Context: an optimization exercise on an open-source flow, tuned for small area, a short achievable clock period and few clock cycles per item. The choices shown serve that exercise and are no tape-out recipe. In this exercise RTL edits were held to simulation tests only and were not proved equivalent to the original.

==> flow/design.v (outline; a module is shown in full before it is edited, if it fits) <==
// module dmrk_mulcs_ss: 3021 lines
// module dmrk_mulcs_su: 2929 lines
// module dmrk_wdiv: 63 lines
// module dmrk_core: 324 lines
// module density_matrix_rk4_step: 102 lines
module density_matrix_rk4_step
(
   input  logic                  clock,
   input  logic                  reset,
   input  logic                  req_valid,
   output logic                  req_ready,
   input  logic                  req_command,
   input  logic signed [31:0]    req_velocity,
   input  logic signed [31:0]    req_coupling_now,
   input  logic signed [31:0]    req_coupling_next,
   input  logic signed [31:0]    req_lower_energy_now,
   input  logic signed [31:0]    req_lower_energy_next,
   input  logic signed [31:0]    req_upper_energy_now,
   input  logic signed [31:0]    req_upper_energy_next,
   output logic                  rsp_valid,
   input  logic                  rsp_ready,
   output logic signed [31:0]    rsp_pop_lower_re,
   output logic signed [31:0]    rsp_pop_lower_im,
   output logic signed [31:0]    rsp_coher_up_re,
   output logic signed [31:0]    rsp_coher_up_im,
   output logic signed [31:0]    rsp_coher_down_re,
   output logic signed [31:0]    rsp_coher_down_im,
   output logic signed [31:0]    rsp_pop_upper_re,
   output logic signed [31:0]    rsp_pop_upper_im,
   input  logic                  psel,
   input  logic                  penable,
   input  logic                  pwrite,
   input  logic [dmrk_pkg::CSR_ADDR_W-1:0] paddr,
   input  logic [31:0]           pwdata,
   output logic [31:0]           prdata,
   output logic                  pready
);
  // ...
==> flow/run.sh <==
#!/bin/bash
# synth_recipe.tcl (not shown) runs the flow's synth.tcl, then flattens the netlist and writes it again
# the make line also repeats each setting of config.mk as NAME=value (left out here)
make -C /OpenROAD-flow-scripts/flow DESIGN_CONFIG=/design/flow/config.mk WORK_HOME=/design/flow/orfs CLKGATE_MAP_FILE= SYNTH_SCRIPT=/design/flow/synth_recipe.tcl finish
==> flow/config.mk <==
export PLATFORM = sky130hd
export DESIGN_NAME = density_matrix_rk4_step
export DESIGN_NICKNAME = density_matrix_rk4_step
export VERILOG_FILES = /design/flow/design.v
export SDC_FILE = /design/flow/constraint.sdc
export NUM_CORES = 4
export LEC_CHECK = 0
export ABC_CLOCK_PERIOD_IN_PS = 6000
export CAP_MARGIN = 40
export CORE_MARGIN = 2
export CORE_UTILIZATION = 40
export PLACE_DENSITY = 0.6
export SETUP_SLACK_MARGIN = 5
export SLEW_MARGIN = 30
==> flow/constraint.sdc <==
create_clock -name core_clock -period 12.0 [get_ports {clock}]
set_input_delay 2.4000 -clock core_clock [delete_from_list [all_inputs] [get_ports {clock}]]
set_output_delay 2.4000 -clock core_clock [all_outputs]
set_load 0.01 [all_outputs]
==> impl_metrics.py, run 1 <==
metrics = {
    "cells_and_area": {
        "bufAreaShareNonClock": 0.09240,
        "layout.nets": 36494,
        "n_antenna_cell": 94,
    },
    "route": {
        "drt-vias-per-instance": 5.918,
        "drtAntennaViolNets": 0,
        "wl_met3_mm": 158.8,
    },
    "setup_path": {
        "required_ps": 12990,
        "crit_slowest_cell": "fa_2",
        "startpoint_type": "register",
        "end_kind": "register",
        "cp-startpoint": "u_core.y_ff[32]",
        "path_class": "register to register",
    },
    "synth": {
        "synth_flop_cell": "dfxtp_1",
        "synth-seq-cells": 1978,
        "synth.distinct_cells": 122,
        "synthMuxAreaShare": 0.01730,
    },
    "global_routing": {
        "grt_pass1_vias": 229822,
        "met3_usage": 0.1287,
        "grt_usage": 0.3454,
    },
    "sta": {
        "rsz0062_at_grt": "yes",
        "setup_viol": 0,
    },
    "status": {
        "status": "no timing/DRC/antenna violations",
    },
    "floorplanning": {
        "die_height_um": 798.8,
    },
    "clock_network": {
        "h-tree-depth": 5,
        "cts_made_buffers": 263,
    },
}
Testbench counts, summed over its fixed seeds: cycles 37,364, steps 1,600.
==> module dmrk_core, before the edit <==
module dmrk_core
(
   input  logic              clock,
   input  logic              reset,
   input  logic              start,        
   input  logic              start_lower,  
   input  logic              slot_free,    
   input  logic signed [31:0] velocity,
   input  logic signed [31:0] coupling_now,
   input  logic signed [31:0] coupling_next,
   input  logic signed [31:0] lower_energy_now,
   input  logic signed [31:0] lower_energy_next,
   input  logic signed [31:0] upper_energy_now,
   input  logic signed [31:0] upper_energy_next,
   input  logic [30:0]       step_size,
   input  logic [30:0]       wt_third,
   input  logic [30:0]       wt_sixth,
   output logic              busy,
   output logic              can_start,    
   output logic              done,         
   output logic [7:0][31:0]  rho
);
   localparam logic [4:0] T_COMMIT = 5'd28;
   logic             busy_ff, lower_ff, nxt_ff, nlow_ff, cpend_ff;
   logic [4:0]       t_ff;
   logic [7:0][31:0] rho_ff, a_ff, y_ff;
   logic signed [31:0] v_ff, g0_ff, g1_ff, l0_ff, l1_ff, u0_ff, u1_ff;
   logic signed [31:0] g_ff, de_ff, vg_ff;
   logic [1:0][32:0] e1_ff, e2_ff;      
   logic [1:0][31:0] d1_ff, d2_ff, p_ff;
   typedef enum logic [2:0] {F_NONE, F_VG, F_E1, F_E2, F_Q, F_P} fop_type;
   typedef enum logic [1:0] {H_NONE, H_D1, H_D2, H_P} hop_type;
   typedef enum logic [1:0] {K_ADV, K_WT, K_LAST} hkind_type;
   function automatic fop_type fop_at(input logic [4:0] tt);
      case (tt)
         5'd1, 5'd6, 5'd12, 5'd18, 5'd24: fop_at = F_VG;
         5'd2, 5'd8, 5'd14, 5'd20:   fop_at = F_E1;
         5'd3, 5'd9, 5'd15, 5'd21:   fop_at = F_E2;
         5'd4, 5'd10, 5'd16, 5'd22:  fop_at = F_Q;
         5'd5, 5'd11, 5'd17, 5'd23:  fop_at = F_P;
         default:                    fop_at = F_NONE;
      endcase
   endfunction
   function automatic hop_type hop_at(input logic [4:0] tt);
      case (tt)
         5'd6, 5'd9, 5'd12, 5'd15, 5'd18, 5'd21, 5'd24: hop_at = H_D1;
         5'd7, 5'd10, 5'd13, 5'd16, 5'd19, 5'd22, 5'd25: hop_at = H_D2;
         5'd8, 5'd11, 5'd14, 5'd17, 5'd20, 5'd23, 5'd26: hop_at = H_P;
         default:                                       hop_at = H_NONE;
      endcase
   endfunction
   function automatic hkind_type hop_kind(input logic [4:0] tt);
      case (tt)
         5'd6, 5'd7, 5'd8, 5'd12, 5'd13, 5'd14, 5'd18, 5'd19, 5'd20: hop_kind = K_ADV;
         5'd24, 5'd25, 5'd26: hop_kind = K_LAST;
         default: hop_kind = K_WT;
      endcase
   endfunction
   function automatic logic [1:0] hop_csel(input logic [4:0] tt);
      case (tt)
         5'd6, 5'd7, 5'd8, 5'd12, 5'd13, 5'd14:   hop_csel = 2'd0;
         5'd18, 5'd19, 5'd20:                      hop_csel = 2'd1;
         5'd15, 5'd16, 5'd17, 5'd21, 5'd22, 5'd23: hop_csel = 2'd2;
         default:                                  hop_csel = 2'd3;
      endcase
   endfunction
   function automatic logic [30:0] csel_val(input logic [1:0] sel, input logic [30:0] h,
                                            input logic [30:0] w3, input logic [30:0] w6);
      case (sel)
         2'd0:    csel_val = {1'b0, h[30:1]};
         2'd1:    csel_val = h;
         2'd2:    csel_val = w3;
         default: csel_val = w6;
      endcase
   endfunction
   logic [4:0]  t;
   fop_type     f_op1, f_op2_ff;
   hop_type     h_op1, h_op2_ff;
   hkind_type   h_kind2_ff;
   logic [1:0]  h_csel2_ff;
   logic [30:0] h_c1, h_c2;
   logic        prep_gde, mid_next, window, wrap, commit_now;
   assign t = t_ff;
   always_comb begin
      f_op1 = F_NONE;
      h_op1 = H_NONE;
      if (busy_ff) begin
         f_op1 = fop_at(t);
         h_op1 = hop_at(t);
         if (t == 5'd24 && !nxt_ff) f_op1 = F_NONE;
         if (t == 5'd2 && cpend_ff) h_op1 = H_P;
      end
      h_c1     = csel_val(hop_csel(t), step_size, wt_third, wt_sixth);
      h_c2     = csel_val(h_csel2_ff, step_size, wt_third, wt_sixth);
      prep_gde = busy_ff && (t == 5'd5 || t == 5'd11 || t == 5'd17);
      mid_next = (t != 5'd17);
      window   = busy_ff && !lower_ff && !nxt_ff && !nlow_ff &&
                 (t == 5'd21 || t == 5'd22 || t == 5'd23);
      wrap     = busy_ff && nxt_ff && (t == 5'd25);
      commit_now = busy_ff && ((cpend_ff && t == 5'd4) || (t == T_COMMIT && slot_free));
   end
   assign can_start = !busy_ff || window || (busy_ff && t == T_COMMIT && !nlow_ff);
   always_ff @(posedge clock) begin
      if (reset) begin
         f_op2_ff <= F_NONE;
         h_op2_ff <= H_NONE;
      end else begin
         f_op2_ff <= f_op1;
         h_op2_ff <= h_op1;
      end
      h_kind2_ff <= (t == 5'd2 && cpend_ff) ? K_LAST : hop_kind(t);
      h_csel2_ff <= hop_csel(t);
   end
   logic [1:0][31:0] fx, fy, hx;
   logic [1:0][63:0] fs_w, fc_w, hs_w, hc_w;
   logic [1:0][47:0] fs_ff, fc_ff;
   logic [1:0][63:0] hs_ff, hc_ff;
   logic [1:0]       fc16_ff, hmin_ff;
   logic [1:0][31:0] f_r, f_d1, f_d2, h_pos, h_neg, hb_pos, hb_neg;
   for (genvar L = 0; L < 2; L++) begin : g_lane
      logic [31:0] f_dif, f_sum;
      always_comb begin
         f_dif = dmrk_pkg::sat_sub(y_ff[L], y_ff[6 + L]);
         f_sum = dmrk_pkg::sat_add(y_ff[2 + L], y_ff[4 + L]);
         case (f_op1)
            F_VG:    begin fx[L] = v_ff;  fy[L] = g_ff;  end
            F_E1:    begin fx[L] = de_ff; fy[L] = y_ff[3 - L]; end
            F_E2:    begin fx[L] = de_ff; fy[L] = y_ff[5 - L]; end
            F_Q:     begin fx[L] = vg_ff; fy[L] = f_dif; end
            F_P:     begin fx[L] = vg_ff; fy[L] = f_sum; end
            default: begin fx[L] = vg_ff; fy[L] = f_sum; end
         endcase
         case (h_op1)
            H_D1:    hx[L] = d1_ff[L];
            H_D2:    hx[L] = d2_ff[L];
            default: hx[L] = p_ff[L];
         endcase
      end
      dmrk_mulcs_ss u_ftree (.a(fx[L]), .b(fy[L]), .s(fs_w[L]), .c(fc_w[L]));
      dmrk_mulcs_su u_htree (.a(hx[L]), .b(h_c1), .s(hs_w[L]), .c(hc_w[L]));
      logic [16:0] f_lo;
      assign f_lo = {1'b0, fs_w[L][15:0]} + {1'b0, fc_w[L][15:0]};
      always_ff @(posedge clock) begin
         fs_ff[L]   <= fs_w[L][63:16];
         fc_ff[L]   <= fc_w[L][63:16];
         fc16_ff[L] <= f_lo[16];
         hs_ff[L]   <= hs_w[L];
         hc_ff[L]   <= hc_w[L];
         hmin_ff[L] <= (hx[L] == 32'h8000_0000);
      end
      logic [47:0] f_t, f_u1, f_u2;
      logic        f_ovf;
      always_comb begin
         f_t  = fs_ff[L] + fc_ff[L] + {47'd0, fc16_ff[L]};
         f_u1 = fs_ff[L] + fc_ff[L] + {47'd0, fc16_ff[L]} + {{7{e1_ff[L][32]}}, e1_ff[L], 8'd0};
         f_u2 = fs_ff[L] + fc_ff[L] + {47'd0, fc16_ff[L]} + {{7{e2_ff[L][32]}}, e2_ff[L], 8'd0};
         f_ovf    = (f_t[47:39] != {9{f_t[39]}});
         f_r[L]   = dmrk_pkg::sat40(f_t[47:8]);
         f_d1[L]  = f_ovf ? dmrk_pkg::sat_ext(f_t[47], e1_ff[L]) : dmrk_pkg::sat40(f_u1[47:8]);
         f_d2[L]  = f_ovf ? dmrk_pkg::sat_ext(f_t[47], e2_ff[L]) : dmrk_pkg::sat40(f_u2[47:8]);
      end
      logic [63:0] h_t, h_u, h_tn, h_un, cm;
      logic        h_ovf, h_ovfn;
      always_comb begin
         cm   = hmin_ff[L] ? {33'd0, h_c2} : 64'd0;
         h_t  = hs_ff[L] + hc_ff[L];
         h_u  = hs_ff[L] + hc_ff[L] + {{8{hb_pos[L][31]}}, hb_pos[L], 24'd0};
         h_tn = ~hs_ff[L] + ~hc_ff[L] + ~cm + 64'h0100_0003;
         h_un = ~hs_ff[L] + ~hc_ff[L] + ~cm + 64'h0100_0003 + {{8{hb_neg[L][31]}}, hb_neg[L], 24'd0};
         h_ovf  = (h_t[63:55] != {9{h_t[55]}});
         h_ovfn = (h_tn[63:55] != {9{h_tn[55]}});
         h_pos[L] = h_ovf  ? dmrk_pkg::sat_ext(h_t[63],  {hb_pos[L][31], hb_pos[L]})
                           : dmrk_pkg::sat40(h_u[63:24]);
         h_neg[L] = h_ovfn ? dmrk_pkg::sat_ext(h_tn[63], {hb_neg[L][31], hb_neg[L]})
                           : dmrk_pkg::sat40(h_un[63:24]);
      end
   end
   logic [7:0][31:0] y_in, a_in, rho_in;
   always_comb begin
      for (int L = 0; L < 2; L++) begin
         case (h_op2_ff)
            H_D1:    hb_pos[L] = (h_kind2_ff == K_ADV) ? rho_ff[2 + L] : a_ff[2 + L];
            H_D2:    hb_pos[L] = (h_kind2_ff == K_ADV) ? rho_ff[4 + L] : a_ff[4 + L];
            default: hb_pos[L] = (h_kind2_ff == K_ADV) ? rho_ff[6 + L] : a_ff[6 + L];
         endcase
         hb_neg[L] = (h_kind2_ff == K_ADV) ? rho_ff[L] : a_ff[L];
      end
   end
   always_comb begin
      y_in   = y_ff;
      a_in   = a_ff;
      rho_in = rho_ff;
      done   = 1'b0;
      for (int L = 0; L < 2; L++) begin
         case (h_op2_ff)
            H_D1: begin
               if (h_kind2_ff != K_WT)  y_in[2 + L] = h_pos[L];
               if (h_kind2_ff != K_ADV) a_in[2 + L] = h_pos[L];
            end
            H_D2: begin
               if (h_kind2_ff != K_WT)  y_in[4 + L] = h_pos[L];
               if (h_kind2_ff != K_ADV) a_in[4 + L] = h_pos[L];
            end
            H_P: begin
               if (h_kind2_ff != K_WT) begin
                  y_in[6 + L] = h_pos[L];
                  y_in[L]     = h_neg[L];
               end
               if (h_kind2_ff != K_ADV) begin
                  a_in[6 + L] = h_pos[L];
                  a_in[L]     = h_neg[L];
               end
            end
            default: ;
         endcase
      end
      if (commit_now) begin
         done = 1'b1;
         if (lower_ff) begin
            for (int k = 0; k < 8; k++) begin
               rho_in[k] = '0;
               a_in[k]   = '0;
               y_in[k]   = '0;
            end
            rho_in[0] = dmrk_pkg::Q_ONE;
            a_in[0]   = dmrk_pkg::Q_ONE;
            y_in[0]   = dmrk_pkg::Q_ONE;
         end else begin
            rho_in = a_ff;
         end
      end
   end
   always_ff @(posedge clock) begin
      if (reset) begin
         for (int k = 0; k < 8; k++) begin
            rho_ff[k] <= (k == 0) ? dmrk_pkg::Q_ONE : '0;
            a_ff[k]   <= (k == 0) ? dmrk_pkg::Q_ONE : '0;
            y_ff[k]   <= (k == 0) ? dmrk_pkg::Q_ONE : '0;
         end
      end else begin
         rho_ff <= rho_in;
         a_ff   <= a_in;
         y_ff   <= y_in;
      end
   end
   always_ff @(posedge clock) begin
      if (start) begin
         v_ff  <= velocity;
         g0_ff <= coupling_now;
         g1_ff <= coupling_next;
         l0_ff <= lower_energy_now;
         l1_ff <= lower_energy_next;
         u0_ff <= upper_energy_now;
         u1_ff <= upper_energy_next;
         g_ff  <= coupling_now;
         de_ff <= dmrk_pkg::sat_sub(lower_energy_now, upper_energy_now);
      end else if (prep_gde) begin
         if (mid_next) begin
            g_ff  <= dmrk_pkg::half(g0_ff, g1_ff);
            de_ff <= dmrk_pkg::sat_sub(dmrk_pkg::half(l0_ff, l1_ff), dmrk_pkg::half(u0_ff, u1_ff));
         end else begin
            g_ff  <= g1_ff;
            de_ff <= dmrk_pkg::sat_sub(l1_ff, u1_ff);
         end
      end
      if (f_op2_ff == F_VG) begin
         vg_ff <= f_r[0];
      end
      for (int L = 0; L < 2; L++) begin
         case (f_op2_ff)
            F_E1: e1_ff[L] <= (L == 0) ? {f_r[L][31], f_r[L]} : -{f_r[L][31], f_r[L]};
            F_E2: e2_ff[L] <= (L == 0) ? -{f_r[L][31], f_r[L]} : {f_r[L][31], f_r[L]};
            F_P:  p_ff[L]  <= f_r[L];
            F_Q: begin
               d1_ff[L] <= f_d1[L];
               d2_ff[L] <= f_d2[L];
            end
            default: ;
         endcase
      end
   end
   always_ff @(posedge clock) begin
      if (reset) begin
         busy_ff  <= 1'b0;
         lower_ff <= 1'b0;
         nxt_ff   <= 1'b0;
         nlow_ff  <= 1'b0;
         cpend_ff <= 1'b0;
         t_ff     <= '0;
      end else begin
         if (cpend_ff && t_ff == 5'd4) begin
            cpend_ff <= 1'b0;
         end
         if (start && window) begin
            nxt_ff  <= !start_lower;
            nlow_ff <= start_lower;
            t_ff    <= t_ff + 5'd1;
         end else if (start) begin
            busy_ff  <= 1'b1;
            lower_ff <= start_lower;
            t_ff     <= start_lower ? T_COMMIT : 5'd1;
         end else if (wrap) begin
            nxt_ff   <= 1'b0;
            cpend_ff <= 1'b1;
            t_ff     <= 5'd2;
         end else if (busy_ff) begin
            if (t_ff == T_COMMIT) begin
               if (slot_free) begin
                  if (nlow_ff) begin
                     nlow_ff  <= 1'b0;
                     lower_ff <= 1'b1;
                  end else begin
                     busy_ff <= 1'b0;
                  end
               end
            end else begin
               t_ff <= t_ff + 5'd1;
            end
         end
      end
   end
   assign busy = busy_ff;
   assign rho  = rho_ff;
endmodule
==> inputs of run 2 (changes only) <==
--- a/flow/design.v
+++ b/flow/design.v
@@ -57,6 +57,14 @@
          sat_ext = s[31:0];
       end
    endfunction
+   function automatic logic [63:0] csa_s(input logic [63:0] a, input logic [63:0] b,
+                                         input logic [63:0] c);
+      csa_s = a ^ b ^ c;
+   endfunction
+   function automatic logic [63:0] csa_c(input logic [63:0] a, input logic [63:0] b,
+                                         input logic [63:0] c);
+      csa_c = ((a & b) | (a & c) | (b & c)) << 1;
+   endfunction
 endpackage
 `default_nettype wire
 `default_nettype none
@@ -6099,47 +6107,47 @@
    output logic              done,         
    output logic [7:0][31:0]  rho
 );
-   localparam logic [4:0] T_COMMIT = 5'd28;
+   localparam logic [4:0] T_COMMIT = 5'd27;
    logic             busy_ff, lower_ff, nxt_ff, nlow_ff, cpend_ff;
    logic [4:0]       t_ff;
    logic [7:0][31:0] rho_ff, a_ff, y_ff;
    logic signed [31:0] v_ff, g0_ff, g1_ff, l0_ff, l1_ff, u0_ff, u1_ff;
    logic signed [31:0] g_ff, de_ff, vg_ff;
-   logic [1:0][32:0] e1_ff, e2_ff;      
-   logic [1:0][31:0] d1_ff, d2_ff, p_ff;
+   logic [1:0][32:0] eq_ff;             
+   logic [1:0][31:0] f_ff, s_ff, d1_ff, d2_ff, p_ff;
    typedef enum logic [2:0] {F_NONE, F_VG, F_E1, F_E2, F_Q, F_P} fop_type;
    typedef enum logic [1:0] {H_NONE, H_D1, H_D2, H_P} hop_type;
    typedef enum logic [1:0] {K_ADV, K_WT, K_LAST} hkind_type;
    function automatic fop_type fop_at(input logic [4:0] tt);
       case (tt)
-         5'd1, 5'd6, 5'd12, 5'd18, 5'd24: fop_at = F_VG;
+         5'd1, 5'd6, 5'd12, 5'd18, 5'd25: fop_at = F_VG;
          5'd2, 5'd8, 5'd14, 5'd20:   fop_at = F_E1;
-         5'd3, 5'd9, 5'd15, 5'd21:   fop_at = F_E2;
-         5'd4, 5'd10, 5'd16, 5'd22:  fop_at = F_Q;
-         5'd5, 5'd11, 5'd17, 5'd23:  fop_at = F_P;
+         5'd3, 5'd9, 5'd15, 5'd21:   fop_at = F_Q;
+         5'd4, 5'd10, 5'd16, 5'd22:  fop_at = F_P;
+         5'd5, 5'd11, 5'd17, 5'd23:  fop_at = F_E2;
          default:                    fop_at = F_NONE;
       endcase
    endfunction
    function automatic hop_type hop_at(input logic [4:0] tt);
       case (tt)
-         5'd6, 5'd9, 5'd12, 5'd15, 5'd18, 5'd21, 5'd24: hop_at = H_D1;
+         5'd5, 5'd8, 5'd11, 5'd14, 5'd17, 5'd20, 5'd23: hop_at = H_D1;
+         5'd6, 5'd9, 5'd12, 5'd15, 5'd18, 5'd21, 5'd24: hop_at = H_P;
          5'd7, 5'd10, 5'd13, 5'd16, 5'd19, 5'd22, 5'd25: hop_at = H_D2;
-         5'd8, 5'd11, 5'd14, 5'd17, 5'd20, 5'd23, 5'd26: hop_at = H_P;
          default:                                       hop_at = H_NONE;
       endcase
    endfunction
    function automatic hkind_type hop_kind(input logic [4:0] tt);
       case (tt)
-         5'd6, 5'd7, 5'd8, 5'd12, 5'd13, 5'd14, 5'd18, 5'd19, 5'd20: hop_kind = K_ADV;
-         5'd24, 5'd25, 5'd26: hop_kind = K_LAST;
+         5'd5, 5'd6, 5'd7, 5'd11, 5'd12, 5'd13, 5'd17, 5'd18, 5'd19: hop_kind = K_ADV;
+         5'd23, 5'd24, 5'd25: hop_kind = K_LAST;
          default: hop_kind = K_WT;
       endcase
    endfunction
    function automatic logic [1:0] hop_csel(input logic [4:0] tt);
       case (tt)
-         5'd6, 5'd7, 5'd8, 5'd12, 5'd13, 5'd14:   hop_csel = 2'd0;
-         5'd18, 5'd19, 5'd20:                      hop_csel = 2'd1;
-         5'd15, 5'd16, 5'd17, 5'd21, 5'd22, 5'd23: hop_csel = 2'd2;
+         5'd5, 5'd6, 5'd7, 5'd11, 5'd12, 5'd13:    hop_csel = 2'd0;
+         5'd17, 5'd18, 5'd19:                      hop_csel = 2'd1;
+         5'd14, 5'd15, 5'd16, 5'd20, 5'd21, 5'd22: hop_csel = 2'd2;
          default:                                  hop_csel = 2'd3;
       endcase
    endfunction
@@ -6158,7 +6166,7 @@
    hkind_type   h_kind2_ff;
    logic [1:0]  h_csel2_ff;
    logic [30:0] h_c1, h_c2;
-   logic        prep_gde, mid_next, window, wrap, commit_now;
+   logic        prep_d, prep_s, prep_gde, prep_de0, mid_next, window, wrap, commit_now;
    assign t = t_ff;
    always_comb begin
       f_op1 = F_NONE;
@@ -6166,17 +6174,18 @@
       if (busy_ff) begin
          f_op1 = fop_at(t);
          h_op1 = hop_at(t);
-         if (t == 5'd24 && !nxt_ff) f_op1 = F_NONE;
-         if (t == 5'd2 && cpend_ff) h_op1 = H_P;
+         if (t == 5'd25 && !nxt_ff) f_op1 = F_NONE;
       end
       h_c1     = csel_val(hop_csel(t), step_size, wt_third, wt_sixth);
-      h_c2     = csel_val(h_csel2_ff, step_size, wt_third, wt_sixth);
+      prep_d   = busy_ff && (t == 5'd2 || t == 5'd8 || t == 5'd14 || t == 5'd20);
+      prep_s   = busy_ff && (t == 5'd3 || t == 5'd9 || t == 5'd15 || t == 5'd21);
       prep_gde = busy_ff && (t == 5'd5 || t == 5'd11 || t == 5'd17);
       mid_next = (t != 5'd17);
+      prep_de0 = busy_ff && (t == 5'd1 || (t == 5'd25 && nxt_ff));
       window   = busy_ff && !lower_ff && !nxt_ff && !nlow_ff &&
-                 (t == 5'd21 || t == 5'd22 || t == 5'd23);
+                 (t == 5'd23 || t == 5'd24);
       wrap     = busy_ff && nxt_ff && (t == 5'd25);
-      commit_now = busy_ff && ((cpend_ff && t == 5'd4) || (t == T_COMMIT && slot_free));
+      commit_now = busy_ff && ((cpend_ff && t == 5'd3) || (t == T_COMMIT && slot_free));
    end
    assign can_start = !busy_ff || window || (busy_ff && t == T_COMMIT && !nlow_ff);
    always_ff @(posedge clock) begin
@@ -6187,27 +6196,24 @@
          f_op2_ff <= f_op1;
          h_op2_ff <= h_op1;
       end
-      h_kind2_ff <= (t == 5'd2 && cpend_ff) ? K_LAST : hop_kind(t);
-      h_csel2_ff <= hop_csel(t);
+      h_kind2_ff <= hop_kind(t);
    end
    logic [1:0][31:0] fx, fy, hx;
    logic [1:0][63:0] fs_w, fc_w, hs_w, hc_w;
    logic [1:0][47:0] fs_ff, fc_ff;
    logic [1:0][63:0] hs_ff, hc_ff;
-   logic [1:0]       fc16_ff, hmin_ff;
+   logic [1:0]       fc16_ff;
+   logic [1:0][32:0] hk_ff;
    logic [1:0][31:0] f_r, f_d1, f_d2, h_pos, h_neg, hb_pos, hb_neg;
    for (genvar L = 0; L < 2; L++) begin : g_lane
-      logic [31:0] f_dif, f_sum;
       always_comb begin
-         f_dif = dmrk_pkg::sat_sub(y_ff[L], y_ff[6 + L]);
-         f_sum = dmrk_pkg::sat_add(y_ff[2 + L], y_ff[4 + L]);
          case (f_op1)
             F_VG:    begin fx[L] = v_ff;  fy[L] = g_ff;  end
             F_E1:    begin fx[L] = de_ff; fy[L] = y_ff[3 - L]; end
             F_E2:    begin fx[L] = de_ff; fy[L] = y_ff[5 - L]; end
-            F_Q:     begin fx[L] = vg_ff; fy[L] = f_dif; end
-            F_P:     begin fx[L] = vg_ff; fy[L] = f_sum; end
-            default: begin fx[L] = vg_ff; fy[L] = f_sum; end
+            F_Q:     begin fx[L] = vg_ff; fy[L] = f_ff[L]; end
+            F_P:     begin fx[L] = vg_ff; fy[L] = s_ff[L]; end
+            default: begin fx[L] = vg_ff; fy[L] = s_ff[L]; end
          endcase
          case (h_op1)
             H_D1:    hx[L] = d1_ff[L];
@@ -6225,27 +6231,50 @@
          fc16_ff[L] <= f_lo[16];
          hs_ff[L]   <= hs_w[L];
          hc_ff[L]   <= hc_w[L];
-         hmin_ff[L] <= (hx[L] == 32'h8000_0000);
+         hk_ff[L]   <= 33'h0_0100_0002 - ((hx[L] == 32'h8000_0000) ? {2'b0, h_c1} : 33'd0);
       end
+      logic [63:0] fs64, fc64, fb1, fb2, fs1, fc1, fs2, fc2, fns, fnc;
       logic [47:0] f_t, f_u1, f_u2;
       logic        f_ovf;
+      logic [32:0] f_b2;
       always_comb begin
+         fs64 = {16'd0, fs_ff[L]};
+         fc64 = {16'd0, fc_ff[L]};
          f_t  = fs_ff[L] + fc_ff[L] + {47'd0, fc16_ff[L]};
-         f_u1 = fs_ff[L] + fc_ff[L] + {47'd0, fc16_ff[L]} + {{7{e1_ff[L][32]}}, e1_ff[L], 8'd0};
-         f_u2 = fs_ff[L] + fc_ff[L] + {47'd0, fc16_ff[L]} + {{7{e2_ff[L][32]}}, e2_ff[L], 8'd0};
-         f_ovf    = (f_t[47:39] != {9{f_t[39]}});
-         f_r[L]   = dmrk_pkg::sat40(f_t[47:8]);
-         f_d1[L]  = f_ovf ? dmrk_pkg::sat_ext(f_t[47], e1_ff[L]) : dmrk_pkg::sat40(f_u1[47:8]);
-         f_d2[L]  = f_ovf ? dmrk_pkg::sat_ext(f_t[47], e2_ff[L]) : dmrk_pkg::sat40(f_u2[47:8]);
+         fb1  = {{23{eq_ff[L][32]}}, eq_ff[L], 8'd0};
+         fs1  = dmrk_pkg::csa_s(fs64, fc64, fb1);
+         fc1  = dmrk_pkg::csa_c(fs64, fc64, fb1);
+         f_u1 = fs1[47:0] + fc1[47:0] + {47'd0, fc16_ff[L]};
+         fb2  = {{23{eq_ff[L][32]}}, eq_ff[L], 8'd0} + ((L == 0) ? 64'h100 : 64'd0);
+         fns  = (L == 0) ? ~fs64 : fs64;
+         fnc  = (L == 0) ? ~fc64 : fc64;
+         fs2  = dmrk_pkg::csa_s(fns, fnc, fb2);
+         fc2  = dmrk_pkg::csa_c(fns, fnc, fb2);
+         f_u2 = fs2[47:0] + fc2[47:0] + ((L == 0) ? {47'd0, ~fc16_ff[L]} : {47'd0, fc16_ff[L]});
+         f_ovf   = (f_t[47:39] != {9{f_t[39]}});
+         f_r[L]  = dmrk_pkg::sat40(f_t[47:8]);
+         f_d1[L] = f_ovf ? dmrk_pkg::sat_ext(f_t[47], eq_ff[L]) : dmrk_pkg::sat40(f_u1[47:8]);
+         f_b2    = (L == 0) ? eq_ff[L] + 33'd1 : eq_ff[L];
+         f_d2[L] = f_ovf ? dmrk_pkg::sat_ext((L == 0) ? !f_t[47] : f_t[47], f_b2)
+                         : dmrk_pkg::sat40(f_u2[47:8]);
       end
-      logic [63:0] h_t, h_u, h_tn, h_un, cm;
+      logic [63:0] hbp, hbn, hk, hs1, hc1, hs2, hc2, hs3, hc3;
+      logic [63:0] h_t, h_u, h_tn, h_un;
       logic        h_ovf, h_ovfn;
       always_comb begin
-         cm   = hmin_ff[L] ? {33'd0, h_c2} : 64'd0;
+         hbp  = {{8{hb_pos[L][31]}}, hb_pos[L], 24'd0};
+         hbn  = {{8{hb_neg[L][31]}}, hb_neg[L], 24'd0};
+         hk   = {{31{hk_ff[L][32]}}, hk_ff[L]};
          h_t  = hs_ff[L] + hc_ff[L];
-         h_u  = hs_ff[L] + hc_ff[L] + {{8{hb_pos[L][31]}}, hb_pos[L], 24'd0};
-         h_tn = ~hs_ff[L] + ~hc_ff[L] + ~cm + 64'h0100_0003;
-         h_un = ~hs_ff[L] + ~hc_ff[L] + ~cm + 64'h0100_0003 + {{8{hb_neg[L][31]}}, hb_neg[L], 24'd0};
+         hs1  = dmrk_pkg::csa_s(hs_ff[L], hc_ff[L], hbp);
+         hc1  = dmrk_pkg::csa_c(hs_ff[L], hc_ff[L], hbp);
+         h_u  = hs1 + hc1;
+         hs2  = dmrk_pkg::csa_s(~hs_ff[L], ~hc_ff[L], hk);
+         hc2  = dmrk_pkg::csa_c(~hs_ff[L], ~hc_ff[L], hk);
+         h_tn = hs2 + hc2;
+         hs3  = dmrk_pkg::csa_s(hs2, hc2, hbn);
+         hc3  = dmrk_pkg::csa_c(hs2, hc2, hbn);
+         h_un = hs3 + hc3;
          h_ovf  = (h_t[63:55] != {9{h_t[55]}});
          h_ovfn = (h_tn[63:55] != {9{h_tn[55]}});
          h_pos[L] = h_ovf  ? dmrk_pkg::sat_ext(h_t[63],  {hb_pos[L][31], hb_pos[L]})
@@ -6332,7 +6361,8 @@
          u0_ff <= upper_energy_now;
          u1_ff <= upper_energy_next;
          g_ff  <= coupling_now;
-         de_ff <= dmrk_pkg::sat_sub(lower_energy_now, upper_energy_now);
+      end else if (prep_de0) begin
+         de_ff <= dmrk_pkg::sat_sub(l0_ff, u0_ff);
       end else if (prep_gde) begin
          if (mid_next) begin
             g_ff  <= dmrk_pkg::half(g0_ff, g1_ff);
@@ -6346,14 +6376,16 @@
          vg_ff <= f_r[0];
       end
       for (int L = 0; L < 2; L++) begin
+         if (prep_d) f_ff[L] <= dmrk_pkg::sat_sub(y_ff[L], y_ff[6 + L]);
+         if (prep_s) s_ff[L] <= dmrk_pkg::sat_add(y_ff[2 + L], y_ff[4 + L]);
          case (f_op2_ff)
-            F_E1: e1_ff[L] <= (L == 0) ? {f_r[L][31], f_r[L]} : -{f_r[L][31], f_r[L]};
-            F_E2: e2_ff[L] <= (L == 0) ? -{f_r[L][31], f_r[L]} : {f_r[L][31], f_r[L]};
-            F_P:  p_ff[L]  <= f_r[L];
+            F_E1: eq_ff[L] <= (L == 0) ? {f_r[L][31], f_r[L]} : -{f_r[L][31], f_r[L]};
             F_Q: begin
                d1_ff[L] <= f_d1[L];
-               d2_ff[L] <= f_d2[L];
+               eq_ff[L] <= {f_r[L][31], f_r[L]};
             end
+            F_P:  p_ff[L]  <= f_r[L];
+            F_E2: d2_ff[L] <= f_d2[L];
             default: ;
          endcase
       end
==> run 2 against run 1 <==
  * Clock-buffer cell count is 10 higher
  * Die area is 3.2% higher
  * Global-route usage is 1.1 points lower
  * Wire length is 0.92% higher
  * Final area is 1.2% lower
==> impl_metrics.py, run 2 <==
metrics = {
    "global_routing": {
        "grt_pass1_vias": 228491,
        "grt_max_degree": 156,
        "grt_usage": 0.3347,
        "antenna_found_initial": 128,
        "gr-total-overflow": 0,
        "grt_first_pass_wirelength_mm": 1604,
    },
    "synth": {
        "synth.distinct_cells": 107,
        "synth_xor_xnor_area_share": 0.03115,
        "synth_compound_area_frac": 0.1319,
        "ys_seq_area_frac": 0.1884,
        "synth-seq-cells": 2103,
        "syn_area_per_cell_sq_um": 8.562,
        "synth_area_leaders": "fa_1, dfxtp_1, edfxtp_1",
        "synth-edff-count": 705,
        "synth_simple_gate_area_frac": 0.1430,
        "synth_top_family_by_area": "adder cells",
        "netlist_instances": 30477,
        "synthMuxAreaShare": 0.01479,
        "yosysWarnings": 3,
        "yosys.area.top_type_share": 0.3100,
        "synth_common_cells": "inv_1, fa_1, nor2_1",
        "synth_top_cell_by_area": "fa_1",
        "synthAdderAreaFrac": 0.3879,
        "async_reset_ff_frac": 0,
        "yosysMostFrequentCell": "inv_1",
        "syn_area_sq_mm": 0.2609,
        "syn_nets": 36397,
        "synth_flop_cell": "dfxtp_1",
    },
    "sta": {
        "tightest_slew_ps": 1053,
        "max_slew_margin": 0.2978,
        "setup_viol": 0,
        "fin_skew_ps": 75.92,
        "max_freq_mhz": 132.2,
        "rsz0062_at_grt": "yes",
        "finalCriticalPeriod_ps": 7562,
        "setup_tns_ps": 0,
        "period_share": 0.6301,
        "hold_viol": 0,
        "slew_viol_final": 0,
    },
    "setup_path": {
        "end_kind": "register",
        "cpPeakStageDelay_ps": 560,
        "critical_path_arrival_ps": 8420,
        "crit_slowest_cell": "fa_2",
        "path_max_fanout": 8,
        "startpoint_type": "register",
        "required_ps": 12860,
        "path_class": "register to register",
    },
    "placed_design": {
        "hpwl_mm": 830.1,
        "io_buffers": 552,
        "gp_congestion": 1.021,
        "place_area_sq_mm": 0.2800,
    },
    "floorplanning": {
        "initial_core_util": 0.4015,
        "die_w_um": 811.7,
        "ios": 558,
        "rows": 296,
        "dieArea_sq_mm": 0.6588,
        "die_height_um": 811.7,
        "core_sq_mm": 0.6500,
    },
    "route": {
        "dr_total_vias": 233560,
        "drt-initial-drc-count": 26840,
        "route.final.wire_length_mm": 1155,
        "drt-vias-per-instance": 5.808,
        "first_pass_iters": 9,
        "drtAntennaViolNets": 0,
        "wl_per_cell_um": 28.73,
        "drc": 0,
    },
    "cells_and_area": {
        "reg.largest.list": "u_core.a_ff (256), u_core.rho_ff (256), u_core.y_ff (256)",
        "postLayoutCellArea_sq_mm": 0.3074,
        "drive_gt1_frac": 0.1148,
        "final_cell_mix": "inv_1, fa_1, nor2_1",
        "fin_util": 0.4730,
        "layout_commonest_cell": "inv_1",
        "layout.nets": 37192,
        "fill_cells": 61827,
        "syn2layout_area_growth_pct": 17.81,
    },
    "clock_network": {
        "clkSinkCount": 2103,
        "h-tree-depth": 5,
        "clk_pin_slew_ps": 70,
        "root_buffer": "clkbuf_16",
        "insertion_delay_ps": 1020,
        "cts_tree": "built",
        "cts_made_buffers": 269,
        "clockBufferDepth": 4,
    },
    "flow_run": {
        "drv_cap": 0,
    },
    "status": {
        "status": "no timing/DRC/antenna violations",
    },
    "hold_path": {
        "hold_path.class": "register to register",
    },
}
run 2: changes by cell type in the layout (fill, tap and decap cells not counted), moves of 198 or more:
cell,delta
inv_2,-341
a21oi_1,+266
or3_1,-202
buf_6,-248
fa_1,+877
a21oi_2,-198
inv_1,+1005
fa_2,-458
o21ai_0,+405
nand2_1,+471
nor3b_1,-258
run 2: what timing repair did:
action	4_1_cts	5_1_grt
pin swaps	246	412
gates cloned	65	52
setup endpoints to repair	1018	825
resized for setup	1088	1018
hold buffers	0	0
setup buffers	391	354
run 2: path summary, 6_finish.rpt:
kind | slack [ps] | cells past startpoint | from | end
max reg2reg | 4440 | 36 | u_core.hk_ff[32] | u_core.a_ff[2]
min | 460 | 2 | u_core.y_ff[255] | u_core.y_ff[255]
min reg2reg | 460 | 2 | u_core.y_ff[255] | u_core.y_ff[255]
max | 4440 | 36 | u_core.hk_ff[32] | u_core.a_ff[2]
run 2: layout make-up:
| cell class | count | area (sq um) | area share |
|---|---|---|---|
| Clock inverter | 138 | 1600 | 0.005206 |
| Inverter | 5580 | 21010 | 0.06835 |
| Clock buffer | 341 | 7380 | 0.02401 |
| Tap cell | 8642 | 10810 | 0.03517 |
| Timing Repair Buffer | 2045 | 22870 | 0.07441 |
| Antenna cell | 93 | 232.7 | 0.0007570 |
| Timing Repair inverter | 1 | 8.758 | 0.00002849 |
| Multi-Input combinational cell | 21272 | 194200 | 0.6316 |
| Sequential cell | 2103 | 49320 | 0.1605 |
run 2: cell families (layout without fill, tap and decap cells):
family / Yosys count / count (layout)
AOI/OAI and AO/OA: 5549 / 5552
buffers and inverters: 7127 / 8105
DFF: 2103 / 2103
xor gates and xnor gates: 928 / 928
adders and majority gates: 5669 / 5669
and+or+nand+nor: 8737 / 8756
other: 2 / 95
muxes: 362 / 365
run 2: routing by layer:
layer  routed length (um)  part of all wire  track usage  vias up
met5                 2785            0.0024     0.005991        -
met4                96120             0.083       0.2106      119
met3               155500              0.13       0.1178     3937
met2               472600              0.41       0.4873    14945
met1               428500              0.37       0.4225   116296
li1                     -                 -            -    98263
run 2: critical path: cells and delay by family (launching register included):
kind | cells | cell delay, ps
flip-flops | 1 | 360
AO/OA/AOI/OAI | 14 | 2670
adder cells (fa/ha/maj) | 3 | 1140
AND/OR/NAND/NOR | 9 | 1890
buffers and inverters | 10 | 1370
run 2: per-stage QoR:
| step | setup slack, ps | instances | hold slack, ps |
|---|---|---|---|
| finish | 4438 | 40215 | 456.0 |
| global route | 4177 | 40171 | 468.8 |
| CTS | 4473 | 39697 | 446.1 |
| detailed placement | 2342 | 38762 | 446.3 |
| global placement | 2198 | 38689 | 440.9 |
| floorplan | 3666 | 30477 | 425.1 |
Testbench counts of run 2, summed over its fixed seeds: cycles 37,298, steps 1,600.
==> inputs of run 3 (changes only) <==
--- a/flow/design.v
+++ b/flow/design.v
@@ -6203,7 +6203,9 @@
    logic [1:0][47:0] fs_ff, fc_ff;
    logic [1:0][63:0] hs_ff, hc_ff;
    logic [1:0]       fc16_ff;
-   logic [1:0][32:0] hk_ff;
+   logic [1:0][32:0] hk_ff, h_k;
+   logic [1:0][56:0] hkb_ff;
+   logic [1:0][31:0] hbp_ff, hbn_ff;
    logic [1:0][31:0] f_r, f_d1, f_d2, h_pos, h_neg, hb_pos, hb_neg;
    for (genvar L = 0; L < 2; L++) begin : g_lane
       always_comb begin
@@ -6224,6 +6226,7 @@
       dmrk_mulcs_ss u_ftree (.a(fx[L]), .b(fy[L]), .s(fs_w[L]), .c(fc_w[L]));
       dmrk_mulcs_su u_htree (.a(hx[L]), .b(h_c1), .s(hs_w[L]), .c(hc_w[L]));
       logic [16:0] f_lo;
+      assign h_k[L] = 33'h0_0100_0002 - ((hx[L] == 32'h8000_0000) ? {2'b0, h_c1} : 33'd0);
       assign f_lo = {1'b0, fs_w[L][15:0]} + {1'b0, fc_w[L][15:0]};
       always_ff @(posedge clock) begin
          fs_ff[L]   <= fs_w[L][63:16];
@@ -6231,7 +6234,10 @@
          fc16_ff[L] <= f_lo[16];
          hs_ff[L]   <= hs_w[L];
          hc_ff[L]   <= hc_w[L];
-         hk_ff[L]   <= 33'h0_0100_0002 - ((hx[L] == 32'h8000_0000) ? {2'b0, h_c1} : 33'd0);
+         hk_ff[L]   <= h_k[L];
+         hbp_ff[L]  <= hb_pos[L];
+         hbn_ff[L]  <= hb_neg[L];
+         hkb_ff[L]  <= {{24{h_k[L][32]}}, h_k[L]} + {{1{hb_neg[L][31]}}, hb_neg[L], 24'd0};
       end
       logic [63:0] fs64, fc64, fb1, fb2, fs1, fc1, fs2, fc2, fns, fnc;
       logic [47:0] f_t, f_u1, f_u2;
@@ -6258,13 +6264,13 @@
          f_d2[L] = f_ovf ? dmrk_pkg::sat_ext((L == 0) ? !f_t[47] : f_t[47], f_b2)
                          : dmrk_pkg::sat40(f_u2[47:8]);
       end
-      logic [63:0] hbp, hbn, hk, hs1, hc1, hs2, hc2, hs3, hc3;
+      logic [63:0] hbp, hk, hkb, hs1, hc1, hs2, hc2, hs3, hc3;
       logic [63:0] h_t, h_u, h_tn, h_un;
       logic        h_ovf, h_ovfn;
       always_comb begin
-         hbp  = {{8{hb_pos[L][31]}}, hb_pos[L], 24'd0};
-         hbn  = {{8{hb_neg[L][31]}}, hb_neg[L], 24'd0};
+         hbp  = {{8{hbp_ff[L][31]}}, hbp_ff[L], 24'd0};
          hk   = {{31{hk_ff[L][32]}}, hk_ff[L]};
+         hkb  = {{7{hkb_ff[L][56]}}, hkb_ff[L]};
          h_t  = hs_ff[L] + hc_ff[L];
          hs1  = dmrk_pkg::csa_s(hs_ff[L], hc_ff[L], hbp);
          hc1  = dmrk_pkg::csa_c(hs_ff[L], hc_ff[L], hbp);
@@ -6272,26 +6278,28 @@
          hs2  = dmrk_pkg::csa_s(~hs_ff[L], ~hc_ff[L], hk);
          hc2  = dmrk_pkg::csa_c(~hs_ff[L], ~hc_ff[L], hk);
          h_tn = hs2 + hc2;
-         hs3  = dmrk_pkg::csa_s(hs2, hc2, hbn);
-         hc3  = dmrk_pkg::csa_c(hs2, hc2, hbn);
+         hs3  = dmrk_pkg::csa_s(~hs_ff[L], ~hc_ff[L], hkb);
+         hc3  = dmrk_pkg::csa_c(~hs_ff[L], ~hc_ff[L], hkb);
          h_un = hs3 + hc3;
          h_ovf  = (h_t[63:55] != {9{h_t[55]}});
          h_ovfn = (h_tn[63:55] != {9{h_tn[55]}});
-         h_pos[L] = h_ovf  ? dmrk_pkg::sat_ext(h_t[63],  {hb_pos[L][31], hb_pos[L]})
+         h_pos[L] = h_ovf  ? dmrk_pkg::sat_ext(h_t[63],  {hbp_ff[L][31], hbp_ff[L]})
                            : dmrk_pkg::sat40(h_u[63:24]);
-         h_neg[L] = h_ovfn ? dmrk_pkg::sat_ext(h_tn[63], {hb_neg[L][31], hb_neg[L]})
+         h_neg[L] = h_ovfn ? dmrk_pkg::sat_ext(h_tn[63], {hbn_ff[L][31], hbn_ff[L]})
                            : dmrk_pkg::sat40(h_un[63:24]);
       end
    end
    logic [7:0][31:0] y_in, a_in, rho_in;
+   hkind_type h_kind1;
    always_comb begin
+      h_kind1 = hop_kind(t);
       for (int L = 0; L < 2; L++) begin
-         case (h_op2_ff)
-            H_D1:    hb_pos[L] = (h_kind2_ff == K_ADV) ? rho_ff[2 + L] : a_ff[2 + L];
-            H_D2:    hb_pos[L] = (h_kind2_ff == K_ADV) ? rho_ff[4 + L] : a_ff[4 + L];
-            default: hb_pos[L] = (h_kind2_ff == K_ADV) ? rho_ff[6 + L] : a_ff[6 + L];
+         case (h_op1)
+            H_D1:    hb_pos[L] = (h_kind1 == K_ADV) ? rho_ff[2 + L] : a_ff[2 + L];
+            H_D2:    hb_pos[L] = (h_kind1 == K_ADV) ? rho_ff[4 + L] : a_ff[4 + L];
+            default: hb_pos[L] = (h_kind1 == K_ADV) ? rho_ff[6 + L] : a_ff[6 + L];
          endcase
-         hb_neg[L] = (h_kind2_ff == K_ADV) ? rho_ff[L] : a_ff[L];
+         hb_neg[L] = (h_kind1 == K_ADV) ? rho_ff[L] : a_ff[L];
       end
    end
    always_comb begin
==> run 3 against run 2 <==
  * Non-clock buffer count shrank 149
  * Global-route usage shrank 0.54 points
  * Cell count shrank 1.7%
  * Critical endpoint is now u_core.a_ff[24]
  * Largest cell class unchanged
==> impl_metrics.py, run 3 <==
metrics = {
    "sta": {
        "hold_ws_ps": 391.2,
        "max_freq_mhz": 133.5,
        "hold_viol": 0,
        "tightest_slew_ps": 1228,
        "max_slew_margin": 0.1817,
        "period_share": 0.6242,
        "setup_tns_ps": 0,
        "setup_viol": 0,
        "fin_skew_ps": 98.25,
        "finalCriticalPeriod_ps": 7490,
        "slew_viol_final": 0,
        "rsz0062_at_grt": "yes",
    },
    "floorplanning": {
        "initial_core_util": 0.4019,
        "core_sq_mm": 0.6459,
        "die_height_um": 809.6,
        "die_w_um": 809.6,
        "dieArea_sq_mm": 0.6555,
        "ios": 558,
        "rows": 295,
    },
    "clock_network": {
        "clockBufferDepth": 4,
        "clkSinkCount": 2297,
        "h-tree-depth": 5,
        "root_buffer": "clkbuf_16",
        "cts_made_buffers": 289,
        "insertion_delay_ps": 1030,
        "cts_tree": "built",
        "clk_pin_slew_ps": 60,
    },
    "setup_path": {
        "startpoint_type": "register",
        "end_kind": "register",
        "r2r_slack_ps": 4510,
        "critical_path_arrival_ps": 8360,
        "rr_startpoint": "u_core.hc_ff[6]",
        "cp-startpoint": "u_core.hc_ff[6]",
        "path_max_fanout": 6,
        "crit_slowest_cell": "fa_1",
        "r2r_end": "u_core.a_ff[24]",
        "required_ps": 12870,
        "endpoint": "u_core.a_ff[24]",
        "cpPeakStageDelay_ps": 560,
        "crit_top_cell": "buf_12",
        "path_class": "register to register",
        "r2r_cells": 33,
    },
    "global_routing": {
        "grt_usage": 0.3292,
        "antenna_found_initial": 94,
        "grt_pass1_vias": 223595,
        "grt_max_degree": 210,
        "gr-total-overflow": 0,
        "grt_first_pass_wirelength_mm": 1574,
    },
    "route": {
        "dr_total_vias": 225833,
        "drt-initial-drc-count": 24286,
        "first_pass_iters": 9,
        "wl_per_cell_um": 28.17,
        "drc": 0,
        "drt-vias-per-instance": 5.715,
        "drtAntennaViolNets": 0,
        "route.final.wire_length_mm": 1113,
    },
    "synth": {
        "netlist_instances": 29852,
        "syn_area_per_cell_sq_um": 8.696,
        "synth_flop_cell": "dfxtp_1",
        "yosys.area.top_type_share": 0.3084,
        "ys_seq_area_frac": 0.2043,
        "synth-edff-count": 705,
        "synth_top_cell_by_area": "fa_1",
        "synth_area_leaders": "fa_1, dfxtp_1, edfxtp_1",
        "yosysMostFrequentCell": "inv_1",
        "synth-seq-cells": 2297,
        "async_reset_ff_frac": 0,
        "yosysWarnings": 3,
        "synth_common_cells": "inv_1, fa_1, nor2_1",
        "syn_area_sq_mm": 0.2596,
        "syn_nets": 35750,
        "synth.distinct_cells": 104,
    },
    "placed_design": {
        "hpwl_mm": 816.1,
        "io_buffers": 552,
        "gp_congestion": 1.014,
        "place_area_sq_mm": 0.2786,
    },
    "cells_and_area": {
        "fill_cells": 61729,
        "layout_commonest_cell": "inv_1",
        "fin_util": 0.4708,
        "drive_gt1_frac": 0.1095,
        "layout.nets": 36485,
        "syn2layout_area_growth_pct": 17.15,
        "final_cell_mix": "inv_1, fa_1, nor2_1",
        "postLayoutCellArea_sq_mm": 0.3041,
        "reg.largest.list": "u_core.a_ff (256), u_core.rho_ff (256), u_core.y_ff (256)",
    },
    "flow_run": {
        "drv_cap": 0,
    },
    "status": {
        "status": "no timing/DRC/antenna violations",
    },
    "hold_path": {
        "hold_path.class": "register to register",
    },
}
==> run 3: cell count changes after synthesis, moves of 44 or more <==
| cell | previous run | this run |
|---|---|---|
| xor2_1 | 352 | 396 |
| buf_1 | 160 | 102 |
| o21ai_1 | 144 | 71 |
| nand2_1 | 3054 | 3435 |
| nor3_1 | 307 | 203 |
| a21oi_1 | 1898 | 1944 |
| dfxtp_1 | 1398 | 1592 |
| a31oi_1 | 164 | 214 |
| a22o_1 | 7 | 124 |
| nand3_1 | 393 | 288 |
| mux2i_1 | 281 | 92 |
| o221ai_1 | 65 | 18 |
| inv_1 | 5575 | 4991 |
==> run 3: routing by layer <==
| layer | vias to the layer above | track usage | share of wire |
|---|---|---|---|
| li1 | 96367 | - | - |
| met1 | 113054 | 0.4112 | 0.37 |
| met2 | 12884 | 0.4927 | 0.42 |
| met3 | 3468 | 0.09892 | 0.12 |
| met4 | 60 | 0.2194 | 0.088 |
| met5 | - | 0 | 0.00038 |
==> run 3: critical path, delay by kind of cell (launching register included) <==
family,cells,cell delay (ps)
and+or+nand+nor,4,610
xor gates and xnor gates,1,240
AOI/OAI and AO/OA,19,4270
DFF,1,360
adders and majority gates,4,1300
buffers and inverters,5,550
==> run 3: layout make-up <==
type                       count  area (sq um)  share of cell area
antenna                       84         210.2           0.0006912
timing repair inverter         2         16.27          0.00005348
tap                         8613         10780             0.03543
multi-input combinational  21108        190500              0.6265
sequential                  2297         53370              0.1755
inverter                    4993         18790             0.06179
clock inverter               155          1737            0.005710
timing repair buffer        1896         20750             0.06823
clock buffer                 367          7935             0.02609
==> run 3: cells by family after synthesis <==
group                      Yosys count  share of synthesized area
and+or+nand+nor                   8867                     0.1439
buffers and inverters             6469                    0.09380
adders and majority gates         5648                     0.3877
AOI/OAI and AO/OA                 5432                     0.1301
xor gates and xnor gates           965                    0.03256
other                                2                 0.00002893
muxes                              172                   0.007668
DFF                               2297                     0.2043
==> run 3: how the worst min path moves through the flow <==
stage	depth (start not counted)	to	startpoint
2_1_floorplan	2	u_core.y_ff[241]	u_core.y_ff[241]
3_3_place_gp	2	u_core.y_ff[241]	u_core.y_ff[241]
3_5_place_dp	2	u_wdiv.q6_ff[30]	u_wdiv.q6_ff[30]
4_1_cts	2	u_core.rho_ff[59]	u_core.a_ff[59]
5_1_grt	2	u_core.rho_ff[59]	u_core.a_ff[59]
6_report	2	u_core.rho_ff[59]	u_core.a_ff[59]
==> run 3: through the flow <==
| stage | setup slack (ps) | instances |
|---|---|---|
| 3_5_place_dp | 2410 | 38193 |
| 3_3_place_gp | 1994 | 38080 |
| 2_1_floorplan | 4985 | 29852 |
| 4_1_cts | 4739 | 39092 |
| 5_1_grt | 4361 | 39472 |
| 6_report | 4510 | 39515 |
==> run 3: what timing repair did <==
item	in CTS	in global routing
hold buffers	0	0
endpoints found under the setup margin	1018	872
pin swaps	293	356
resized for setup	1092	809
gates cloned	61	24
setup buffers	316	281
Testbench counts of run 3, summed over its fixed seeds: cycles 37,298, steps 1,600.
==> inputs of run 4 (changes only) <==
--- a/flow/design.v
+++ b/flow/design.v
@@ -6251,7 +6251,7 @@
          fs1  = dmrk_pkg::csa_s(fs64, fc64, fb1);
          fc1  = dmrk_pkg::csa_c(fs64, fc64, fb1);
          f_u1 = fs1[47:0] + fc1[47:0] + {47'd0, fc16_ff[L]};
-         fb2  = {{23{eq_ff[L][32]}}, eq_ff[L], 8'd0} + ((L == 0) ? 64'h100 : 64'd0);
+         fb2  = {{23{eq_ff[L][32]}}, eq_ff[L], 8'd0};
          fns  = (L == 0) ? ~fs64 : fs64;
          fnc  = (L == 0) ? ~fc64 : fc64;
          fs2  = dmrk_pkg::csa_s(fns, fnc, fb2);
@@ -6260,7 +6260,7 @@
          f_ovf   = (f_t[47:39] != {9{f_t[39]}});
          f_r[L]  = dmrk_pkg::sat40(f_t[47:8]);
          f_d1[L] = f_ovf ? dmrk_pkg::sat_ext(f_t[47], eq_ff[L]) : dmrk_pkg::sat40(f_u1[47:8]);
-         f_b2    = (L == 0) ? eq_ff[L] + 33'd1 : eq_ff[L];
+         f_b2    = eq_ff[L];
          f_d2[L] = f_ovf ? dmrk_pkg::sat_ext((L == 0) ? !f_t[47] : f_t[47], f_b2)
                          : dmrk_pkg::sat40(f_u2[47:8]);
       end
@@ -6390,7 +6390,7 @@
             F_E1: eq_ff[L] <= (L == 0) ? {f_r[L][31], f_r[L]} : -{f_r[L][31], f_r[L]};
             F_Q: begin
                d1_ff[L] <= f_d1[L];
-               eq_ff[L] <= {f_r[L][31], f_r[L]};
+               eq_ff[L] <= (L == 0) ? {f_r[L][31], f_r[L]} + 33'd1 : {f_r[L][31], f_r[L]};
             end
             F_P:  p_ff[L]  <= f_r[L];
             F_E2: d2_ff[L] <= f_d2[L];
==> run 4 against run 3 <==
  * Area after synthesis shrank 0.46%
  * Clock skew grew 7.1 ps
  * First-iteration DRC count increased by 2.7%
  * Wire length down 0.55%
  * Synthesized cell count down 0.85%
  * Die area decreased by 0.46%
==> impl_metrics.py, run 4 <==
metrics = {
    "status": {
        "status": "no timing/DRC/antenna violations",
    },
    "sta": {
        "finalCriticalPeriod_ps": 7513,
        "slew_viol_final": 0,
        "max_freq_mhz": 133.1,
        "worst_slack_ps": 4487,
        "tightest_slew_ps": 1147,
        "setup_viol": 0,
        "rsz0062_at_grt": "yes",
        "period_share": 0.6261,
        "hold_viol": 0,
        "fin_skew_ps": 105.3,
        "max_slew_margin": 0.2355,
        "setup_tns_ps": 0,
    },
    "route": {
        "drc": 0,
        "dr_total_vias": 226712,
        "route.final.wire_length_mm": 1107,
        "wl_per_cell_um": 28.06,
        "first_pass_iters": 9,
        "drt-initial-drc-count": 24935,
        "drtAntennaViolNets": 0,
        "drt-vias-per-instance": 5.746,
    },
    "synth": {
        "syn_area_per_cell_sq_um": 8.730,
        "synth.distinct_cells": 107,
        "yosysWarnings": 3,
        "synth_area_leaders": "fa_1, dfxtp_1, edfxtp_1",
        "syn_nets": 35498,
        "synth_flop_cell": "dfxtp_1",
        "yosys.area.top_type_share": 0.3099,
        "netlist_instances": 29597,
        "synth-edff-count": 706,
        "yosysMostFrequentCell": "inv_1",
        "async_reset_ff_frac": 0,
        "ys_seq_area_frac": 0.2054,
        "synth_top_cell_by_area": "fa_1",
        "synth_common_cells": "inv_1, fa_1, nor2_1",
        "syn_area_sq_mm": 0.2584,
        "synth-seq-cells": 2298,
    },
    "clock_network": {
        "clkSinkCount": 2298,
        "cts_made_buffers": 275,
        "insertion_delay_ps": 1070,
        "clk_pin_slew_ps": 60,
        "root_buffer": "clkbuf_16",
        "clockBufferDepth": 4,
        "h-tree-depth": 5,
        "cts_tree": "built",
        "holdBufCountCts": 0,
    },
    "placed_design": {
        "place_ws_ps": 2019,
        "dp_cells": 37858,
        "io_buffers": 552,
        "hpwl_mm": 782.3,
        "gp_congestion": 1.002,
        "place_area_sq_mm": 0.2773,
    },
    "cells_and_area": {
        "postLayoutCellArea_sq_mm": 0.3091,
        "reg.largest.list": "u_core.a_ff (256), u_core.rho_ff (256), u_core.y_ff (256)",
        "final_cell_mix": "inv_1, fa_1, nor2_1",
        "fin_util": 0.4796,
        "syn2layout_area_growth_pct": 19.61,
        "drive_gt1_frac": 0.1366,
        "layout_commonest_cell": "inv_1",
        "layout.nets": 36432,
        "fin_cells": 39455,
    },
    "floorplanning": {
        "die_height_um": 807.7,
        "initial_core_util": 0.4009,
        "dieArea_sq_mm": 0.6524,
        "rows": 295,
        "core_sq_mm": 0.6445,
        "die_w_um": 807.7,
        "ios": 558,
    },
    "setup_path": {
        "rr_startpoint": "u_core.hc_ff[40]",
        "path_max_fanout": 6,
        "path_class": "register to register",
        "crit_slowest_cell": "fa_1",
        "r2r_end": "u_core.y_ff[20]",
        "cpPeakStageDelay_ps": 590,
        "required_ps": 12940,
        "r2r_cells": 34,
        "critical_path_arrival_ps": 8450,
        "crit_top_cell": "a21o_1",
        "r2r_slack_ps": 4490,
        "startpoint_type": "register",
        "end_kind": "register",
    },
    "global_routing": {
        "grt_max_degree": 213,
        "grt_pass1_vias": 224667,
        "grt_usage": 0.3251,
        "grt_first_pass_wirelength_mm": 1556,
        "antenna_found_initial": 124,
        "gr-total-overflow": 0,
    },
    "hold_path": {
        "hold_depth": 2,
        "min_from": "u_wdiv.q6_ff[30]",
        "hold_path.class": "register to register",
        "holdPathEnd": "u_wdiv.q6_ff[30]",
    },
    "flow_run": {
        "drv_cap": 0,
    },
}
[run 4: cell count changes after synthesis, moves of 32 or more]
cell / before / now
o32ai_1: 1 / 33
nor2_1: 3694 / 3662
a221oi_1: 109 / 162
a21boi_0: 22 / 54
inv_1: 4991 / 4915
a22o_1: 124 / 59
o22ai_1: 76 / 20
nand2_1: 3435 / 3391
a21o_1: 509 / 421
a21oi_1: 1944 / 1999
xor2_1: 396 / 361
a211oi_1: 165 / 241
o21ai_0: 1108 / 1047
nand2b_1: 281 / 245
[run 4: metal layers]
metal  vias to the layer above  wire length [um]  GRT usage
met5                         -               990   0.004530
met4                        90             99850     0.2259
met3                      3896            139000     0.1076
met2                     13771            466300     0.4836
met1                    113132            401100     0.3985
li1                      95823                 -          -
[run 4: how the worst max path moves through the flow]
stage,startpoint,end
2_1_floorplan,u_core.busy_ff,u_core.hkb_ff[56]
4_1_cts,u_core.hc_ff[6],u_core.y_ff[7]
3_3_place_gp,u_core.busy_ff,u_core.hkb_ff[56]
3_5_place_dp,u_core.busy_ff,u_core.hkb_ff[56]
6_report,u_core.hc_ff[40],u_core.y_ff[20]
5_1_grt,u_core.hk_ff[31],u_core.a_ff[19]
[run 4: logic make-up (layout without fill, tap and decap cells)]
family / count (synthesis) / in the layout / synth area share
AO/OA/AOI/OAI: 5346 / 5350 / 0.1289
buffers and inverters: 6425 / 7563 / 0.09355
flip-flops: 2298 / 2298 / 0.2054
multiplexers: 195 / 195 / 0.008721
other: 2 / 94 / 0.00002906
AND/OR/NAND/NOR: 8760 / 8771 / 0.1426
XOR/XNOR: 934 / 934 / 0.03166
adder cells (fa/ha/maj): 5637 / 5637 / 0.3891
[run 4: critical path: cells and delay by family (launching register included)]
kind	cells	cell delay [ps]
AO/OA/AOI/OAI	20	3870
XOR/XNOR	1	300
adder cells (fa/ha/maj)	4	1320
buffers and inverters	5	610
flip-flops	1	360
AND/OR/NAND/NOR	4	920
[run 4: what timing repair did]
item / 4_1_cts / 5_1_grt
pin swaps: 555 / 556
cloned: 63 / 34
endpoints found under the setup margin: 1014 / 853
setup buffers: 559 / 323
resized for setup: 1772 / 1121
[run 4: area by class of cell]
cell class / count / area, sq um
fillers: 60267 / 335400
multi-input cells: 20889 / 192400
flip-flops and latches: 2298 / 53440
repair buffers: 2147 / 24350
inverters: 4919 / 18520
well taps: 8613 / 10780
clock buffers: 387 / 7954
clock inverters: 109 / 1344
diodes: 92 / 230.2
repair inverters: 1 / 7.507
[run 4: through the flow]
step / hold WS, ps
2_1_floorplan: 431.5
3_3_place_gp: 440.6
3_5_place_dp: 446.8
4_1_cts: 440.7
5_1_grt: 468.0
6_report: 456.1
Testbench counts of run 4, summed over its fixed seeds: cycles 37,298, steps 1,600.

[what the ideal ports hide]
How much do the figures lean on ideal ports? The routed layouts below were timed once more, with nothing changed but the port constraints. Step 1 (the two cells are an assumption about what drives the block):
set clk [get_ports {clock}]
set_driving_cell -lib_cell sky130_fd_sc_hd__clkbuf_16 $clk
set_driving_cell -lib_cell sky130_fd_sc_hd__buf_2 [delete_from_list [all_inputs] $clk]
Step 2 times the ports against the registers' clock, not the clock port: input delays grow and output delays shrink by t, the midpoint of the rising clock arrivals with the driver on. Slacks: no drivers / after step 1 / after step 2; pairs: no drivers / after step 1.
run	t (ns)	slack for setup (ns)	latest minus earliest clock arrival (ns)	worst data-port slew with drivers (ns)
run 1	1.136	2.857 / 2.857 / 2.857	0.107 / 0.108	0.29
run 2	1.119	4.438 / 4.438 / 4.438	0.077 / 0.077	0.20
run 3	1.112	4.510 / 4.510 / 4.510	0.107 / 0.107	0.17
run 4	1.144	4.487 / 4.487 / 4.487	0.111 / 0.110	0.16
After both steps every run listed still meets setup and hold.
